Background: an optimization exercise with open tools, aiming at a short achievable clock period and few clock cycles. Do not read the settings as production practice.
The RTL was checked by simulation tests, not by an equivalence proof against the original design.
No activity file was given, so power comes from the tool's default toggle rates.

### design/flow/design.v
package isa_pkg;
    localparam int WORD_W   = 16;
    localparam int REG_AW   = 4;
    localparam int MEM_AW   = 8;
    localparam int IMM_W    = 8;
    localparam int NUM_REGS = 16;
    localparam int OPC_LSB = 12;
    localparam int RD_LSB  = 8;
    localparam int RP_LSB  = 4;
    localparam int RQ_LSB  = 0;
    typedef logic [WORD_W-1:0] word_t;      
    typedef logic [REG_AW-1:0] reg_addr_t;
    typedef logic [MEM_AW-1:0] mem_addr_t;  
    typedef logic [IMM_W-1:0]  imm_t;
    typedef enum logic [3:0] {
        ADD = 4'd0,  SUB = 4'd1,  AND = 4'd2,  OR  = 4'd3,
        XOR = 4'd4,  NOT = 4'd5,  SLA = 4'd6,  SRA = 4'd7,
        LI  = 4'd8,  LW  = 4'd9,  SW  = 4'd10, BIZ = 4'd11,
        BNZ = 4'd12, JAL = 4'd13, JMP = 4'd14, JR  = 4'd15
    } opcode_e;
    typedef enum logic [2:0] {
        ALU_ADD = 3'd0,
        ALU_SUB = 3'd1,
        ALU_AND = 3'd2,
        ALU_OR  = 3'd3,
        ALU_XOR = 3'd4,
        ALU_NOT = 3'd5,
        ALU_SLA = 3'd6,
        ALU_SRA = 3'd7
    } alu_op_e;
endpackage
package ctrl_pkg;
    typedef enum logic [1:0] {
        S_FETCH   = 2'd0,
        S_DECODE  = 2'd1,
        S_EXECUTE = 2'd2
    } state_e;
    typedef enum logic [1:0] {
        PC_HOLD = 2'd0,
        PC_INC  = 2'd1,
        PC_REL  = 2'd2,  
        PC_ABS  = 2'd3   
    } pc_op_e;
    typedef enum logic [1:0] {
        WB_ALU  = 2'd0,
        WB_MEM  = 2'd1,
        WB_IMM  = 2'd2,
        WB_LINK = 2'd3
    } wb_sel_e;
endpackage
module risc16_top
(
    input  logic        clk,
    input  logic        rst,
    input  logic [15:0] mem_rdata_i,
    output logic [7:0]  mem_addr_o,
    output logic [15:0] mem_wdata_o,
    output logic        mem_wr_o
);
    logic [15:0] ir_q;
    logic        v_q;        
    logic        wr_q;       
    logic        ld_q;       
    logic        alu_q;      
    logic        li_q;
    logic        jal_q;
    logic        jr_q;
    logic        uncond_q;   
    logic        biz_q;
    logic        bnz_q;
    logic [7:0]  seq_q;      
    logic [7:0]  tgt_q;      
    logic [15:0] regs_q [16];
    logic [15:0] zf_q;       
    logic [3:0]  rd, rp, rq;
    assign rd = ir_q[11:8];
    assign rp = ir_q[7:4];
    assign rq = ir_q[3:0];
    logic [15:0] a, b, y, wb;
    assign a = regs_q[rp];
    assign b = regs_q[rq];
    always_comb begin
        case (ir_q[14:12])
            3'd0: y = a + b;
            3'd1: y = a - b;
            3'd2: y = a & b;
            3'd3: y = a | b;
            3'd4: y = a ^ b;
            3'd5: y = ~a;
            3'd6: y = {a[14:0], 1'b0};
            default: y = {1'b0, a[15:1]};
        endcase
    end
    logic mem_op;
    logic taken;
    logic rf_we;
    assign mem_op = wr_q | ld_q;
    assign taken  = v_q & (uncond_q | (biz_q & zf_q[rd]) | (bnz_q & ~zf_q[rd]));
    assign rf_we  = v_q & (alu_q | li_q | jal_q) | ld_q;
    always_comb begin
        if (ld_q)       wb = mem_rdata_i;
        else if (li_q)  wb = {{8{ir_q[7]}}, ir_q[7:0]};
        else if (jal_q) wb = {8'h00, seq_q};
        else            wb = y;
    end
    logic [7:0] fa;
    always_comb begin
        if (v_q & jr_q) fa = a[7:0];
        else if (taken) fa = tgt_q;
        else            fa = seq_q;
    end
    assign mem_addr_o  = mem_op ? ir_q[7:0] : fa;
    assign mem_wdata_o = regs_q[rd];
    assign mem_wr_o    = wr_q;
    logic [3:0] op_n;
    assign op_n = mem_rdata_i[15:12];
    always_ff @(posedge clk or posedge rst) begin
        if (rst) begin
            v_q   <= 1'b0;
            wr_q  <= 1'b0;
            ld_q  <= 1'b0;
            seq_q <= 8'h00;
        end else if (mem_op) begin
            v_q  <= 1'b0;
            wr_q <= 1'b0;
            ld_q <= 1'b0;
        end else begin
            v_q   <= 1'b1;
            wr_q  <= (op_n == 4'd10);
            ld_q  <= (op_n == 4'd9);
            seq_q <= fa + 8'd1;
        end
    end
    always_ff @(posedge clk) begin
        if (!mem_op) begin
            ir_q     <= mem_rdata_i;
            tgt_q    <= fa + mem_rdata_i[7:0];
            alu_q    <= ~op_n[3];
            li_q     <= (op_n == 4'd8);
            jal_q    <= (op_n == 4'd13);
            jr_q     <= (op_n == 4'd15);
            uncond_q <= (op_n == 4'd13) | (op_n == 4'd14);
            biz_q    <= (op_n == 4'd11);
            bnz_q    <= (op_n == 4'd12);
        end
    end
    always_ff @(posedge clk or posedge rst) begin
        if (rst) begin
            for (int i = 0; i < 16; i++) begin
                regs_q[i] <= '0;
                zf_q[i]   <= 1'b1;
            end
        end else if (rf_we) begin
            regs_q[rd] <= wb;
            zf_q[rd]   <= (wb == 16'h0000);
        end
    end
endmodule
### design/flow/run.sh
#!/bin/bash
# synth_recipe.tcl (not shown) runs the flow's synth.tcl, then flattens the netlist and writes it again
# the make line also repeats each setting of config.mk as NAME=value (left out here)
make -C /OpenROAD-flow-scripts/flow DESIGN_CONFIG=/design/flow/config.mk WORK_HOME=/design/flow/orfs CLKGATE_MAP_FILE= SYNTH_SCRIPT=/design/flow/synth_recipe.tcl finish
### design/flow/config.mk
export PLATFORM = sky130hd
export DESIGN_NAME = risc16_top
export DESIGN_NICKNAME = risc16_top
export VERILOG_FILES = /design/flow/design.v
export SDC_FILE = /design/flow/constraint.sdc
export NUM_CORES = 4
export LEC_CHECK = 0
export ABC_CLOCK_PERIOD_IN_PS = 2500
export CAP_MARGIN = 20
export CORE_MARGIN = 2
export CORE_UTILIZATION = 40
export SETUP_SLACK_MARGIN = 5
export SLEW_MARGIN = 20
### design/flow/constraint.sdc
create_clock -name core_clock -period 8.0 [get_ports {clk}]
set_input_delay 1.6000 -clock core_clock [delete_from_list [all_inputs] [get_ports {clk}]]
set_output_delay 1.6000 -clock core_clock [all_outputs]
set_load 0.01 [all_outputs]
==> results of run 1 <==
cell usage after synthesis, types with 18 or more instances:
master    instances
nand3_1          47
nand2_1         392
a21oi_1         109
a221oi_1         51
a22oi_1          74
a22o_1           54
mux2_2           29
buf_4            19
and3_1           21
clkbuf_1        129
a211oi_1         18
edfxtp_1         30
mux2i_1          53
nand3b_1         36
o31ai_1          18
o22ai_1          21
ha_1             59
nand2b_1         26
a31oi_1          21
xnor2_1          32
nor3_1           27
a32oi_1          20
nor2b_1          41
o21ai_0         330
and2_1           19
nor2_1          103
buf_2            41
dfrtp_1         267
inv_1            76
state kept, by name, summed over array words and instances (netlist names):
signal,cells
alu_q,1
biz_q,1
bnz_q,1
ir_q,15
jal_q,1
jr_q,1
ld_q,1
li_q,1
regs_q,256
seq_q,8
tgt_q,8
uncond_q,1
v_q,1
wr_q,1
zf_q,16
power breakdown:
part | switching [mW] | internal (mW) | total [mW] | leakage, nW
Combinational | 2.60 | 2.22 | 4.81 | 8.20
Sequential | 1.21 | 2.31 | 3.52 | 3.72
Clock | 0.760 | 1.09 | 1.85 | 0.650
per-layer routing:
metal / track usage [%] / vias to the layer above
met2: 57.71 / 1997
met4: 26.85 / 10
li1: - / 10020
met5: 1.212 / -
met1: 54.41 / 11830
met3: 14.38 / 588
area by class of cell:
type                       instances  share of cell area, %
sequential                       313                  26.65
timing repair buffer             442                  16.02
tap                              696                  2.900
clock buffer                      51                  3.733
antenna                            2                0.01667
inverter                          83                  1.208
clock inverter                    16                 0.6375
multi-input combinational       1928                  48.83
cell families after synthesis:
logic type	count (synthesis)	synth area share, %
AO/OA/AOI/OAI	922	28.88
XOR/XNOR	39	1.567
multiplexers	97	5.207
adder cells (fa/ha/maj)	61	3.571
flip-flops	313	36.72
AND/OR/NAND/NOR	809	18.08
buffers and inverters	292	5.976
layout by cell type (no fill, tap or decap), types with 23 or more instances in the layout:
cell	count
mux2_2	25
a221oi_2	29
buf_12	44
clkbuf_16	44
a21oi_1	85
mux2i_1	52
buf_8	23
nor2_1	84
dfrtp_1	267
xnor2_1	25
nand2_1	376
a22o_1	53
o21ai_1	139
buf_4	228
ha_1	46
nand3_1	43
o21ai_2	54
o21ai_0	149
a22oi_1	64
nand3b_1	36
inv_1	58
edfxtp_1	30
buf_6	91
worst max-delay path, delay by kind of cell, from the launching register on:
| family | cells | cell delay, ps |
|---|---|---|
| XOR/XNOR | 1 | 120 |
| AND/OR/NAND/NOR | 4 | 1110 |
| buffers and inverters | 7 | 1120 |
| AO/OA/AOI/OAI | 9 | 2470 |
| flip-flops | 1 | 380 |
| adder cells (fa/ha/maj) | 1 | 470 |
final timing paths:
| kind | from | to | slack (ps) |
|---|---|---|---|
| min reg2reg | zf_q[0]$_DFFE_PP1N_ | zf_q[0]$_DFFE_PP1N_ | 480 |
| min | zf_q[0]$_DFFE_PP1N_ | zf_q[0]$_DFFE_PP1N_ | 480 |
| max in group asynchronous | rst | regs_q[1][11]$_DFFE_PP0P_ | 5380 |
| max | ir_q[5]$_DFFE_PP_ | zf_q[13]$_DFFE_PP1N_ | 2240 |
| max reg2reg | ir_q[5]$_DFFE_PP_ | zf_q[13]$_DFFE_PP1N_ | 2240 |
| min in group asynchronous | rst | regs_q[11][9]$_DFFE_PP0P_ | 1400 |
what timing repair did:
action / in CTS / in global routing
setup buffers: 215 / 74
gates cloned: 12 / 6
resized for setup: 481 / 193
pin swaps: 102 / 104
setup endpoints to repair: 408 / 310
metrics by stage:
stage / hold slack (ps) / setup slack (ps) / total power [mW]
global placement: 450.5 / 1139 / 6.760
global route: 495.6 / 2178 / 10.54
floorplan: 440.8 / 2664 / 5.319
detailed placement: 466.5 / 1069 / 6.790
finish: 481.3 / 2240 / 10.18
CTS: 475.6 / 2506 / 9.374
==> impl_metrics.prom, run 1 <==
# TYPE chip_impl_metric gauge
chip_impl_metric{name="ff2ff_path_depth",unit=""} 22
chip_impl_metric{name="cp.required",unit="ps"} 8500
chip_impl_metric{name="clk_latency",unit="ps"} 590
chip_impl_metric{name="timing.fmax",unit="MHz"} 173.6
chip_impl_metric{name="tns",unit="ps"} 0
chip_impl_info{name="run_status",value="finished clean"} 1
chip_impl_info{name="tightest_hold_check_type",value="flip-flop to flip-flop"} 1
chip_impl_metric{name="arrival",unit="ps"} 6260
chip_impl_metric{name="detail_route.drc_violations",unit=""} 0
chip_impl_metric{name="core",unit="mm2"} 0.05381
chip_impl_metric{name="die_width",unit="um"} 237.4
chip_impl_metric{name="globalRouteTotalUtil",unit="%"} 41.51
chip_impl_metric{name="slew-limit-headroom",unit="%"} 16.30
chip_impl_metric{name="final_design_area_no_fill",unit="mm2"} 0.03003
chip_impl_metric{name="syn2layout_area_growth",unit="%"} 37.79
chip_impl_metric{name="synth_area_per_cell",unit="um2"} 8.604
chip_impl_metric{name="placed_cells_incl_taps",unit=""} 3154
chip_impl_metric{name="first_global_vias",unit=""} 22750
chip_impl_metric{name="instances_no_fill",unit=""} 3531
chip_impl_metric{name="first_iter_violations",unit=""} 4054
chip_impl_metric{name="drt.antenna.violating_nets",unit=""} 0
chip_impl_info{name="grt_setup_unrepaired",value="yes"} 1
chip_impl_metric{name="clkSlewWorstSetupHoldPaths",unit="ps"} 60
chip_impl_metric{name="cpPeakStageDelay",unit="ps"} 900
chip_impl_metric{name="min_period_over_period",unit="%"} 71.99
chip_impl_metric{name="numCtsBuffers",unit=""} 38
chip_impl_metric{name="pin_count",unit=""} 43
chip_impl_info{name="timing.critical_path.slowest_stage_cell",value="a21oi_1"} 1
chip_impl_metric{name="wl_met3",unit="um"} 16360
chip_impl_info{name="path_cells",value="buf_6, buf_12, buf_12, buf_4, or3b_1, o32ai_1, a211oi_1, a21oi_1, ha_1, nand2_1, a211oi_2, a211oi_2, xnor2_1, a221o_1, o221ai_4, buf_12, nand3_2, and4bb_2, o2111ai_4, buf_12, buf_16, o31ai_4"} 1
chip_impl_metric{name="cts.sink_count",unit=""} 313
chip_impl_metric{name="leakage_power_figure",unit="nW"} 12.58
chip_impl_metric{name="yosys_warnings",unit=""} 2
chip_impl_metric{name="critical_path.max_fanout",unit=""} 12
chip_impl_metric{name="synth.lib_cells_used.distinct",unit=""} 110
chip_impl_metric{name="worst-slew-pin-transition",unit="ps"} 1242
chip_impl_metric{name="met1Wirelength",unit="um"} 46040
chip_impl_metric{name="async_s_r_ff_share_synth",unit="%"} 90.42
chip_impl_metric{name="met2RoutedLength",unit="um"} 48900
chip_impl_metric{name="vias",unit=""} 24450
chip_impl_metric{name="setup_viol",unit=""} 0
chip_impl_metric{name="largest_voltage_drop_on_the_vdd_net",unit="mV"} 0.2452
chip_impl_info{name="tritoncts",value="built"} 1
chip_impl_metric{name="synth.cell_area",unit="mm2"} 0.02179
chip_impl_metric{name="synth_enable_flop_cells",unit=""} 30
chip_impl_metric{name="finish.utilization",unit="%"} 55.80
chip_impl_info{name="synth_area_leaders",value="dfrtp_1 31%, o21ai_0 7.6%, nand2_1 6.8%"} 1
chip_impl_metric{name="die_area",unit="mm2"} 0.05637
chip_impl_info{name="clock_tree.root_cell",value="clkbuf_16"} 1
chip_impl_metric{name="clockBufferDepth",unit=""} 3
chip_impl_metric{name="placementRows",unit=""} 85
chip_impl_metric{name="htree_num_levels",unit=""} 2
chip_impl_metric{name="fillers",unit=""} 4689
chip_impl_info{name="start_kind",value="flip-flop"} 1
chip_impl_info{name="critical_path_class",value="flip-flop to flip-flop"} 1
chip_impl_metric{name="instance_count_along_the_most_critical_hold_path",unit=""} 2
chip_impl_metric{name="fin_nets",unit=""} 2885
chip_impl_metric{name="grt_antenna_before_repair",unit=""} 6
chip_impl_info{name="postSynth.topFlopCell",value="dfrtp_1"} 1
chip_impl_metric{name="seq_area_frac_synth",unit="%"} 36.72
chip_impl_metric{name="post-dp-hpwl",unit="um"} 78980
chip_impl_metric{name="io_port_bufs",unit=""} 42
chip_impl_metric{name="cap_violations",unit=""} 0
chip_impl_metric{name="globalplace.congestion",unit=""} 1.069
chip_impl_metric{name="placement.cell_area",unit="mm2"} 0.02342
chip_impl_metric{name="drt-vias-per-instance",unit=""} 6.924
chip_impl_metric{name="drv_slew",unit=""} 0
chip_impl_metric{name="detail_route.wirelength",unit="um"} 121400
chip_impl_metric{name="fin_skew",unit="ps"} 31.30
chip_impl_info{name="crit_path_end_kind",value="flip-flop"} 1
chip_impl_metric{name="synth_largest_type_area_fraction",unit="%"} 30.66
chip_impl_metric{name="syn_nets",unit=""} 2612
chip_impl_info{name="crit_path_frequent_cell",value="buf_12"} 1
chip_impl_metric{name="grt_pass1_wl",unit="um"} 168100
chip_impl_metric{name="layout_cell_share_with_drive_strength_beyond_1",unit="%"} 32.93
chip_impl_metric{name="grt_start_max_net_pins",unit=""} 113
chip_impl_info{name="yosys.area.top_type",value="dfrtp_1"} 1
chip_impl_metric{name="routed_wire_length_per_instance",unit="um"} 34.38
chip_impl_metric{name="final_hold_viol_count",unit=""} 0
chip_impl_metric{name="synthesis.instances",unit=""} 2533
chip_impl_metric{name="die_height",unit="um"} 237.4
chip_impl_metric{name="pre_antenna_drt_iters",unit=""} 9
chip_impl_metric{name="ys_seq_elements",unit=""} 313
chip_impl_metric{name="final.min_clock_period",unit="ps"} 5760
chip_impl_info{name="dr.max_layer_used",value="met5"} 1
chip_impl_metric{name="multi_input_combinational_cell_area",unit="mm2"} 0.01466
chip_impl_metric{name="area.sequential",unit="mm2"} 0.008003
chip_impl_metric{name="initial_utilization",unit="%"} 40.50
chip_impl_metric{name="number_of_hold_buffers_added_after_cts",unit=""} 0
chip_impl_metric{name="power_density",unit="mW/mm2"} 339.1
chip_impl_metric{name="globalRoute.totalOverflow",unit=""} 0
Testbench counts, summed over its fixed seeds: cycles 16,342.
==> run 2: changes to the inputs <==
--- a/design/flow/config.mk
+++ b/design/flow/config.mk
@@ -6,8 +6,6 @@
 export NUM_CORES = 4
 export LEC_CHECK = 0
-export ABC_CLOCK_PERIOD_IN_PS = 2500
 export CAP_MARGIN = 20
 export CORE_MARGIN = 2
 export CORE_UTILIZATION = 40
-export SETUP_SLACK_MARGIN = 5
 export SLEW_MARGIN = 20
==> run 2 against run 1 <==
  * Still clean
  * Global-route usage down 4.7 points
  * Core utilization is 11 points lower
  * Critical path depth fell by 1
  * Worst setup slack worse by 1600 ps
  * Design area fell by 20%
  * Hold slack worse by 6.9 ps
  * Maximum frequency shrank 22%
  * Synthesized cell count unchanged
==> impl_metrics.prom, run 2 <==
# TYPE chip_impl_metric gauge
chip_impl_info{name="max_flop_register",value="regs_q"} 1
chip_impl_metric{name="globalRouteTotalUtil",unit="%"} 36.78
chip_impl_metric{name="cts.repair.resized",unit=""} 0
chip_impl_metric{name="async_s_r_ff_share_synth",unit="%"} 90.42
chip_impl_metric{name="largest_voltage_drop_on_the_vdd_net",unit="mV"} 0.1991
chip_impl_info{name="hold_start",value="zf_q[0]$_DFFE_PP1N_"} 1
chip_impl_metric{name="core",unit="mm2"} 0.05381
chip_impl_metric{name="timing.fmax",unit="MHz"} 136.0
chip_impl_metric{name="drt.antenna.violating_nets",unit=""} 0
chip_impl_metric{name="die_area",unit="mm2"} 0.05637
chip_impl_metric{name="setup_viol",unit=""} 0
chip_impl_metric{name="synth_area_per_cell",unit="um2"} 8.604
chip_impl_metric{name="detail_route.drc_violations",unit=""} 0
chip_impl_metric{name="pre_antenna_drt_iters",unit=""} 10
chip_impl_info{name="yosys.area.top_type",value="dfrtp_1"} 1
chip_impl_metric{name="critical_path.max_fanout",unit=""} 36
chip_impl_info{name="largest_registers",value="regs_q: 256 flops, zf_q: 16 flops, ir_q: 15 flops"} 1
chip_impl_info{name="run_status",value="finished clean"} 1
chip_impl_info{name="synth_area_leaders",value="dfrtp_1 31%, o21ai_0 7.6%, nand2_1 6.8%"} 1
chip_impl_metric{name="synth_largest_type_area_fraction",unit="%"} 30.66
chip_impl_info{name="critical_path_class",value="flip-flop to flip-flop"} 1
chip_impl_metric{name="detail_route.wirelength",unit="um"} 105400
chip_impl_metric{name="numCtsBuffers",unit=""} 37
chip_impl_info{name="tritoncts",value="built"} 1
chip_impl_metric{name="die_width",unit="um"} 237.4
chip_impl_metric{name="final_hold_viol_count",unit=""} 0
chip_impl_metric{name="pin_count",unit=""} 43
chip_impl_metric{name="clockBufferDepth",unit=""} 3
chip_impl_metric{name="synth.cell_area",unit="mm2"} 0.02179
chip_impl_metric{name="seq_area_frac_synth",unit="%"} 36.72
chip_impl_metric{name="ys_seq_elements",unit=""} 313
chip_impl_info{name="yosys.cell_count.top_type",value="nand2_1"} 1
chip_impl_metric{name="die_height",unit="um"} 237.4
chip_impl_metric{name="syn2layout_area_growth",unit="%"} 10.41
chip_impl_metric{name="yosys_warnings",unit=""} 2
chip_impl_metric{name="cap_violations",unit=""} 0
chip_impl_metric{name="arrival",unit="ps"} 7800
chip_impl_metric{name="clk_latency",unit="ps"} 580
chip_impl_metric{name="synthesis.instances",unit=""} 2533
chip_impl_metric{name="layout_setup_ws",unit="ps"} 648.6
chip_impl_metric{name="cp.required",unit="ps"} 8450
chip_impl_metric{name="fin_nets",unit=""} 2568
chip_impl_info{name="tightest_hold_check_type",value="flip-flop to flip-flop"} 1
chip_impl_metric{name="detailedPlace.worstSlack",unit="ps"} 947.5
chip_impl_info{name="crit_path_end_kind",value="flip-flop"} 1
chip_impl_metric{name="tns",unit="ps"} 0
chip_impl_metric{name="grt_antenna_before_repair",unit=""} 4
chip_impl_metric{name="synth_enable_flop_cells",unit=""} 30
chip_impl_metric{name="vias",unit=""} 22230
chip_impl_metric{name="min_period_over_period",unit="%"} 91.89
chip_impl_metric{name="fin_skew",unit="ps"} 26.94
chip_impl_metric{name="first_iter_violations",unit=""} 3606
chip_impl_metric{name="insertedDiodeCount",unit=""} 0
chip_impl_metric{name="post-dp-hpwl",unit="um"} 74990
chip_impl_metric{name="initial_utilization",unit="%"} 40.50
chip_impl_info{name="postSynth.topFlopCell",value="dfrtp_1"} 1
chip_impl_metric{name="number_of_flip_flops_under_the_largest_register_name",unit=""} 256
chip_impl_metric{name="cts_setup_buffers",unit=""} 0
chip_impl_metric{name="slew-limit-headroom",unit="%"} 12.43
chip_impl_metric{name="first_global_vias",unit=""} 20690
chip_impl_metric{name="placementRows",unit=""} 85
chip_impl_info{name="grt_setup_unrepaired",value="no"} 1
chip_impl_metric{name="cpPeakStageDelay",unit="ps"} 740
chip_impl_info{name="critical_path.startpoint",value="ir_q[7]$_DFFE_PP_"} 1
chip_impl_info{name="crit_path_frequent_cell",value="buf_4"} 1
chip_impl_metric{name="grt_start_max_net_pins",unit=""} 152
chip_impl_metric{name="worst-slew-pin-transition",unit="ps"} 1311
chip_impl_info{name="clock_tree.root_cell",value="clkbuf_16"} 1
chip_impl_metric{name="layout_cell_share_with_drive_strength_beyond_1",unit="%"} 11.09
chip_impl_metric{name="synth.lib_cells_used.distinct",unit=""} 110
chip_impl_metric{name="grt_pass1_wl",unit="um"} 151100
chip_impl_info{name="reg2reg_from",value="ir_q[7]$_DFFE_PP_"} 1
chip_impl_metric{name="drt-vias-per-instance",unit=""} 6.923
chip_impl_metric{name="number_of_hold_buffers_added_after_cts",unit=""} 0
chip_impl_metric{name="leakage_power_figure",unit="nW"} 9.863
chip_impl_metric{name="final.min_clock_period",unit="ps"} 7351
chip_impl_metric{name="syn_nets",unit=""} 2612
chip_impl_info{name="layout.cells.most_common_list",value="381 x nand2_1, 330 x o21ai_0, 267 x dfrtp_1"} 1
chip_impl_info{name="timing.critical_path.slowest_stage_cell",value="edfxtp_1"} 1
chip_impl_metric{name="io_port_bufs",unit=""} 42
chip_impl_metric{name="routed_wire_length_per_instance",unit="um"} 32.81
chip_impl_metric{name="htree_num_levels",unit=""} 2
chip_impl_metric{name="clkSlewWorstSetupHoldPaths",unit="ps"} 60
chip_impl_metric{name="cts.sink_count",unit=""} 313
chip_impl_metric{name="globalplace.congestion",unit=""} 1.126
chip_impl_info{name="start_kind",value="flip-flop"} 1
chip_impl_metric{name="drv_slew",unit=""} 0
chip_impl_info{name="synth.cells.most_frequent",value="392 x nand2_1, 330 x o21ai_0, 267 x dfrtp_1"} 1
chip_impl_metric{name="power_density",unit="mW/mm2"} 352.1
chip_impl_info{name="commonest_non_fill_non_tap_cell_in_the_layout",value="nand2_1"} 1
chip_impl_metric{name="rrSetupSlack",unit="ps"} 650
chip_impl_metric{name="globalRoute.totalOverflow",unit=""} 0
chip_impl_info{name="path_cells",value="buf_4, and2_0, a22oi_1, o221ai_1, nor4_1, buf_4, or2_2, ha_1, inv_1, fa_1, a211o_1, a21o_1, a211oi_1, xnor2_1, a221o_1, o221ai_2, buf_4, nand3_1, and4bb_2, o2111ai_4, o41ai_1"} 1
==> run 2: final timing paths <==
| path | end | depth (start not counted) |
|---|---|---|
| worst max-delay path | zf_q[4]$_DFFE_PP1N_ | 21 |
| worst min-delay path | zf_q[0]$_DFFE_PP1N_ | 2 |
| worst max register to register | zf_q[4]$_DFFE_PP1N_ | 21 |
| worst min register to register | zf_q[0]$_DFFE_PP1N_ | 2 |
| max in group asynchronous | regs_q[12][7]$_DFFE_PP0P_ | 4 |
| min in group asynchronous | regs_q[5][15]$_DFFE_PP0P_ | 3 |
==> run 2: area by class of cell <==
type,instances,area (um2)
fillers,5228,29750
multi-input cells,1928,12540
flip-flops and latches,313,8003
clock buffers,56,1141
repair buffers,126,1089
well taps,696,870.8
inverters,83,315.3
clock inverters,9,102.6
==> run 2: routing by layer <==
layer	up-vias	global-route usage, %	share of wire [%]
li1	9321	-	-
met4	6	19.15	6.3
met5	-	0.9524	0.10
met1	10800	49.98	40
met2	1691	52.68	41
met3	415	10.85	13
==> run 2: worst max-delay path: cells and delay by family, from the launching register on <==
family                     cells  cell delay [ps]
xor gates and xnor gates       1              130
AOI/OAI and AO/OA              9             2690
DFF                            1              740
and+or+nand+nor                5             1960
buffers and inverters          4             1040
adders and majority gates      2              630
==> run 2: cells by family (layout without fill, tap and decap cells) <==
logic type      after synthesis  in the layout  share of synthesized area [%]
buf+inv                     292            274                          5.976
flops                       313            313                          36.72
xor+xnor                     39             39                          1.567
mux                          97             97                          5.207
compound gates              922            922                          28.88
simple gates                809            809                          18.08
fa+ha+maj                    61             61                          3.571
==> run 2: power by group <==
part	internal (mW)	total, mW	switching [mW]
Combinational	1.29	3.21	1.92
Clock	1.05	1.75	0.703
Sequential	2.31	3.51	1.19
Total	4.66	8.47	3.82
==> run 2: per-stage QoR <==
stage,area [um2],power (mW),util [%],hold slack (ps),instances
after global placement,22810,6.489,42.39,453.8,3146
final,24060,8.473,44.72,474.4,3211
after detailed placement,22810,6.545,42.39,474.3,3146
after global routing,24060,8.835,44.72,493.7,3211
after CTS,24060,8.305,44.71,480.1,3211
after floorplan,21800,5.050,-,440.6,2533

==> port drivers added, routing unchanged <==
The flow's constraints put no driver on any port. The routed layouts listed below were extracted and timed again, unchanged, in two steps.
Step 1 (the two cells are an assumption about what drives the block):
set clk [get_ports {clk}]
set_driving_cell -lib_cell sky130_fd_sc_hd__clkbuf_16 $clk
set_driving_cell -lib_cell sky130_fd_sc_hd__buf_2 [delete_from_list [all_inputs] $clk]
Step 2 moves the port delays by t, midway between the first and last clock arrival at a register: inputs arrive t later, outputs are due t later. That takes back most of the time a late clock gives input paths.
Slacks: ideal / step 1 / step 2; pairs: ideal / step 1.
| run | t, ns | setup WS [ns] | hold slack, ns | worst setup path at the end | slew at the worst register clock pin (ns) |
|---|---|---|---|---|---|
| run 1 | 0.641 | 2.240 / 2.240 / 2.240 | 0.481 / 0.481 / 0.481 | register to register | 0.07 / 0.07 |
| run 2 | 0.619 | 0.649 / 0.649 / 0.649 | 0.474 / 0.474 / 0.474 | register to register | 0.07 / 0.07 |
After both steps setup and hold are still met in every run listed.
